Background: an optimization exercise with open tools, aiming at small area, a short achievable clock period and few clock cycles per item. Do not read the settings as production practice.
In this exercise RTL edits were held to simulation tests only and were not proved equivalent to the original.
Power and IR drop assume default switching activity.

== job 8950 ==
Design prefix_adder_top, start of the top module:
module prefix_adder_top (
	input wire logic clk,
	input wire logic reset,
	input wire logic valid_in,
	input wire logic ready_in,
	input wire prefix_ctrl_pkg::tag_t tag_in,
	input wire prefix_data_pkg::block_t data_in,
	output logic busy,
	output logic ready_out,
	output logic valid_out,
	output prefix_ctrl_pkg::tag_t tag_out,
	output prefix_data_pkg::block_t data_out
);
Size: about 840 cells after synthesis, ~0.0068 sq mm of cells after synthesis.
clock: 4.0 ns
lec_check: 0
abc_area: 1
cap_margin: 20
core_margin: 2
core_utilization: 60
cts_buf_list: sky130_fd_sc_hd__clkbuf_8
slew_margin: 20
standard.sh (not shown) runs the stock make flow with config.mk's settings and CLKGATE_MAP_FILE= SYNTH_SCRIPT=/design/flow/synth_recipe.tcl, a recipe that flattens the netlist after the stock synthesis.
==> flow/flow/run.sh <==
#!/bin/bash
# Layout flow: the standard layout (standard.sh), with ADDER_MAP_FILE empty so adders are
# left to ABC, and port buffers starting as buf_2 (repair resizes them where timing needs it).
# Each make run's full output goes to a log file in the work folder.
set -euo pipefail
WORK=$(pwd)
bash standard.sh \
	ADDER_MAP_FILE= \
	"BUFFER_PORTS_ARGS=-buffer_cell sky130_fd_sc_hd__buf_2" \
	finish > "$WORK/make_finish.log" 2>&1
Job 8950: done, clean on timing, DRC and antenna
Testbench counts of job 8950, summed over its fixed seeds: cycles 2,056, items 2,048.
Modified inputs, job 4413 compared to job 8950
# job 8950
export LEC_CHECK = 0
export ABC_AREA = 1
export CAP_MARGIN = 20
export CORE_MARGIN = 2
export CORE_UTILIZATION = 60
export CTS_BUF_LIST = sky130_fd_sc_hd__clkbuf_8
export SLEW_MARGIN = 20
create_clock -name core_clock -period 4.0 [get_ports {clk}]
# job 4413
export LEC_CHECK = 0
export CAP_MARGIN = 20
export CORE_MARGIN = 2
export CORE_UTILIZATION = 40
export SETUP_SLACK_MARGIN = 2.0
export SLEW_MARGIN = 20
create_clock -name core_clock -period 4.0 [get_ports {clk}]
==> flow/flow/run.sh <==
#!/bin/bash
# Layout flow: the standard layout (standard.sh) with three changes, all in synthesis
# mapping or port buffering; registers, floorplan, power grid, CTS and routing are standard.
#  - synthesis runs synth_recipe.tcl unchanged, through flow/synth_wrap.tcl, which only swaps
#    the ABC script that maps the combinational logic for flow/abc_fast.script
#  - ADDER_MAP_FILE is empty, so adders are not frozen into full/half adder cells before ABC
#  - port buffers start as buf_1; repair resizes them where timing needs it
# Each make run's full output goes to a log file in the work folder.
set -euo pipefail
WORK=$(pwd)
bash standard.sh \
	SYNTH_SCRIPT="$WORK/flow/synth_wrap.tcl" \
	ADDER_MAP_FILE= \
	"BUFFER_PORTS_ARGS=-buffer_cell sky130_fd_sc_hd__buf_1" \
	finish > "$WORK/make_finish.log" 2>&1
==> flow/flow/abc_fast.script (new file) <==
strash
dch
map -D 500
topo
upsize
dnsize
==> flow/flow/synth_wrap.tcl (new file) <==
# The standard flow's synthesis script, with the ABC script for combinational mapping swapped
set flow_dir [file dirname [file normalize [info script]]]
set fast_abc_script [file join $flow_dir abc_fast.script]
proc abc {args} {
	set i [lsearch -exact $args -script]
	if { $i >= 0 } {
		lset args [expr {$i + 1}] $::fast_abc_script
	}
	puts "synth_wrap: abc {*}$args"
	yosys abc {*}$args
}
source [file join [file dirname $flow_dir] synth_recipe.tcl]
[summary]
Delta (job 4413 minus job 8950): pre-CTS worst setup slack decreased 280 ps; critical path depth in cells decreased 5; power attributed to combinational cells increased 44%; total number of multi-input combinational cells increased 8.0%.
Comparing job 4413 and job 8950, the higher worst hold slack was measured on job 8950.
As far as adder-cell share of the synthesized area is concerned, job 4413 and job 8950 perform about the same.
Going from job 8950 to job 4413, sequential share of layout area decreased 10 points, sum of routed wire length over all layers increased 33%.
Job 8950 has a lower post-route fraction of the period consumed by the critical path than job 4413.
> inputs changed (job 4413 -> job 8926)
# job 4413
export LEC_CHECK = 0
export CAP_MARGIN = 20
export CORE_MARGIN = 2
export CORE_UTILIZATION = 40
export SETUP_SLACK_MARGIN = 2.0
export SLEW_MARGIN = 20
create_clock -name core_clock -period 4.0 [get_ports {clk}]
# job 8926
export LEC_CHECK = 0
export ABC_AREA = 1
export CAP_MARGIN = 20
export CORE_MARGIN = 2
export CORE_UTILIZATION = 60
export GPL_TIMING_DRIVEN = 0
export SLEW_MARGIN = 20
create_clock -name core_clock -period 4.0 [get_ports {clk}]
==> flow/flow/run.sh <==
#!/bin/bash
# Layout flow: the standard layout (standard.sh), with ADDER_MAP_FILE empty so adders are
# left to ABC, and port buffers starting as buf_1 (repair resizes them where timing needs it).
# Each make run's full output goes to a log file in the work folder.
set -euo pipefail
WORK=$(pwd)
bash standard.sh \
	ADDER_MAP_FILE= \
	"BUFFER_PORTS_ARGS=-buffer_cell sky130_fd_sc_hd__buf_1" \
	finish > "$WORK/make_finish.log" 2>&1
removed: flow/flow/abc_fast.script
removed: flow/flow/synth_wrap.tcl
Findings:
Job 8926 went all the way through the flow, and no timing, DRC or antenna check failed.
Job 4413 reports its cell type taking the most area as multi-input gates while job 8926 reports flip-flops and latches.
Job 4413 has higher synthesized area than job 8926.
Job 8926 ended up with a higher clock network area share than job 4413 did.
Power: job 8926 draws less than job 4413
Comparing job 4413 and job 8926, the lower share of the clock period used by the worst path was measured on job 4413.
Sort job 4413 and job 8926 by signal arrival time at the worst endpoint, ascending, and job 4413 comes first.
Job 8926 ended with less compound-cell area share of the yosys netlist than job 4413.
Going from job 4413 to job 8926, routed wire length on met3 shrank by more than 10%.
Job 8926 vs job 4413, start point of the critical path: data_in[0] vs data_in[49]
Sort job 4413 and job 8926 by cell count after placement, ascending, and job 8926 comes first.
[compare] base=job 4413 new=job 8926: synthesized cell count now smaller; wire length of the first global-routing pass now smaller.
## Diff of input files: job 4293 against job 8926
# job 8926
export LEC_CHECK = 0
export ABC_AREA = 1
export CAP_MARGIN = 20
export CORE_MARGIN = 2
export CORE_UTILIZATION = 60
export GPL_TIMING_DRIVEN = 0
export SLEW_MARGIN = 20
create_clock -name core_clock -period 4.0 [get_ports {clk}]
# job 4293
export LEC_CHECK = 0
export CAP_MARGIN = 20
export CORE_MARGIN = 2
export CORE_UTILIZATION = 60
export SETUP_SLACK_MARGIN = 1.4
export SLEW_MARGIN = 20
create_clock -name core_clock -period 4.0 [get_ports {clk}]
==> flow/flow/run.sh <==
#!/bin/bash
# Layout flow: the standard layout (standard.sh) with three changes, all in synthesis
# mapping or port buffering; registers, floorplan, power grid, CTS and routing are standard.
#  - synthesis runs synth_recipe.tcl unchanged, through flow/synth_wrap.tcl, which only swaps
#    the ABC script that maps the combinational logic for flow/abc_fast.script
#  - ADDER_MAP_FILE is empty, so adders are not frozen into full/half adder cells before ABC
#  - port buffers start as buf_1; repair resizes them where timing needs it
# Each make run's full output goes to a log file in the work folder.
set -euo pipefail
WORK=$(pwd)
bash standard.sh \
	SYNTH_SCRIPT="$WORK/flow/synth_wrap.tcl" \
	ADDER_MAP_FILE= \
	"BUFFER_PORTS_ARGS=-buffer_cell sky130_fd_sc_hd__buf_1" \
	finish > "$WORK/make_finish.log" 2>&1
==> flow/flow/abc_fast.script (new file) <==
strash
dch
map -D 500
topo
upsize
dnsize
==> flow/flow/synth_wrap.tcl (new file) <==
# The standard flow's synthesis script, with the ABC script for combinational mapping swapped
set flow_dir [file dirname [file normalize [info script]]]
set fast_abc_script [file join $flow_dir abc_fast.script]
proc abc {args} {
	set i [lsearch -exact $args -script]
	if { $i >= 0 } {
		lset args [expr {$i + 1}] $::fast_abc_script
	}
	puts "synth_wrap: abc {*}$args"
	yosys abc {*}$args
}
source [file join [file dirname $flow_dir] synth_recipe.tcl]
## What came out
Job 4293 — detail-routed net length per standard cell 36% higher, job 8926 as reference. In job 4293, the total number of vias came out 1,370 above the value in job 8926. Routed wire in job 4293 totals more than in job 8926.
The inputs of job 9449 differ from those of job 4293 as listed below.
# job 4293
export LEC_CHECK = 0
export CAP_MARGIN = 20
export CORE_MARGIN = 2
export CORE_UTILIZATION = 60
export SETUP_SLACK_MARGIN = 1.4
export SLEW_MARGIN = 20
create_clock -name core_clock -period 4.0 [get_ports {clk}]
# job 9449
export LEC_CHECK = 0
export ABC_AREA = 1
export CAP_MARGIN = 20
export CORE_MARGIN = 2
export CORE_UTILIZATION = 50
export SLEW_MARGIN = 20
create_clock -name core_clock -period 4.0 [get_ports {clk}]
==> flow/flow/run.sh <==
#!/bin/bash
# Layout flow: the standard layout (standard.sh), with ADDER_MAP_FILE empty so adders are
# left to ABC, and port buffers starting as buf_1 (repair resizes them where timing needs it).
# Each make run's full output goes to a log file in the work folder.
set -euo pipefail
WORK=$(pwd)
bash standard.sh \
	ADDER_MAP_FILE= \
	"BUFFER_PORTS_ARGS=-buffer_cell sky130_fd_sc_hd__buf_1" \
	finish > "$WORK/make_finish.log" 2>&1
removed: flow/flow/abc_fast.script
removed: flow/flow/synth_wrap.tcl
[summary]
Power share of the combinational group in job 9449 is 11 points below job 4293.
Re number of port buffers: no difference whatsoever between job 9449 and job 4293.
Job 9449 ended up with a lower combinational power than job 4293 did.
Between job 9449 and job 4293, it is job 9449 whose net count after synthesis is lower, by 2.2%.
Group drawing the most power: registers -> job 9449, combinational logic -> job 4293
Input changes introduced in job 8024 (baseline for comparison: job 9449):
# job 9449
export LEC_CHECK = 0
export ABC_AREA = 1
export CAP_MARGIN = 20
export CORE_MARGIN = 2
export CORE_UTILIZATION = 50
export SLEW_MARGIN = 20
create_clock -name core_clock -period 4.0 [get_ports {clk}]
# job 8024
export LEC_CHECK = 0
export ABC_AREA = 1
export CAP_MARGIN = 20
export CORE_MARGIN = 2
export CORE_UTILIZATION = 60
export CTS_BUF_LIST = sky130_fd_sc_hd__clkbuf_8
export SLEW_MARGIN = 20
create_clock -name core_clock -period 4.0 [get_ports {clk}]
Going from job 9449 to job 8024, number of fill cells went down 25%; overall power of the completed layout went down 340 uW; logic gate share of total power went up 3.8 points; via density per instance went up 6.3%; area fraction of clock buffers and clock inverters went down 1.9 points.
Delta(count of clock-buffer cells in the layout, job 8024 - job 9449) < 0
In the flow results for job 9449 and job 8024, the non-clock buffer count is smaller on job 9449.
Clock-pin slew on the worst setup and hold paths: lower on job 9449
The run showing the greater met2 demand-to-capacity share in global routing is job 8024.
Via count (job 8024 vs. job 9449) increases by a few percent

==> re-timing with driven ports <==
No port has a modelled driver above. Below, the same layouts with a new extraction and two added sets of constraints.
Step 1 sets driving cells, clkbuf_16 on the clock port and buf_2 on the other inputs (assumed; they add their load-dependent delay and slew).
Step 2 times the ports against the registers' clock, not the clock port: input delays grow and output delays shrink by t, the midpoint of the rising clock arrivals with the driver on.
Three values: ideal, step 1, step 2; two values: the first two.
run | t (ns) | setup slack, ns | worst hold slack (ns)
job 8950 | 0.404 | 1.389 / 1.398 / 0.994 | 0.247 / 0.238 / 0.539
job 4413 | 0.391 | 1.333 / 1.317 / 0.926 | 0.236 / 0.219 / 0.538
job 8926 | 0.393 | 1.289 / 1.310 / 0.917 | 0.238 / 0.222 / 0.539
job 4293 | 0.407 | 1.191 / 1.185 / 0.778 | 0.227 / 0.204 / 0.539
job 9449 | 0.388 | 1.357 / 1.376 / 0.988 | 0.247 / 0.231 / 0.588
job 8024 | 0.404 | 1.379 / 1.343 / 1.030 | 0.234 / 0.222 / 0.552
After both steps setup and hold are still met in every run listed. The setup slack of job 4293, which loses most, moves by -0.006 ns with the drivers and by -0.413 ns with both steps.
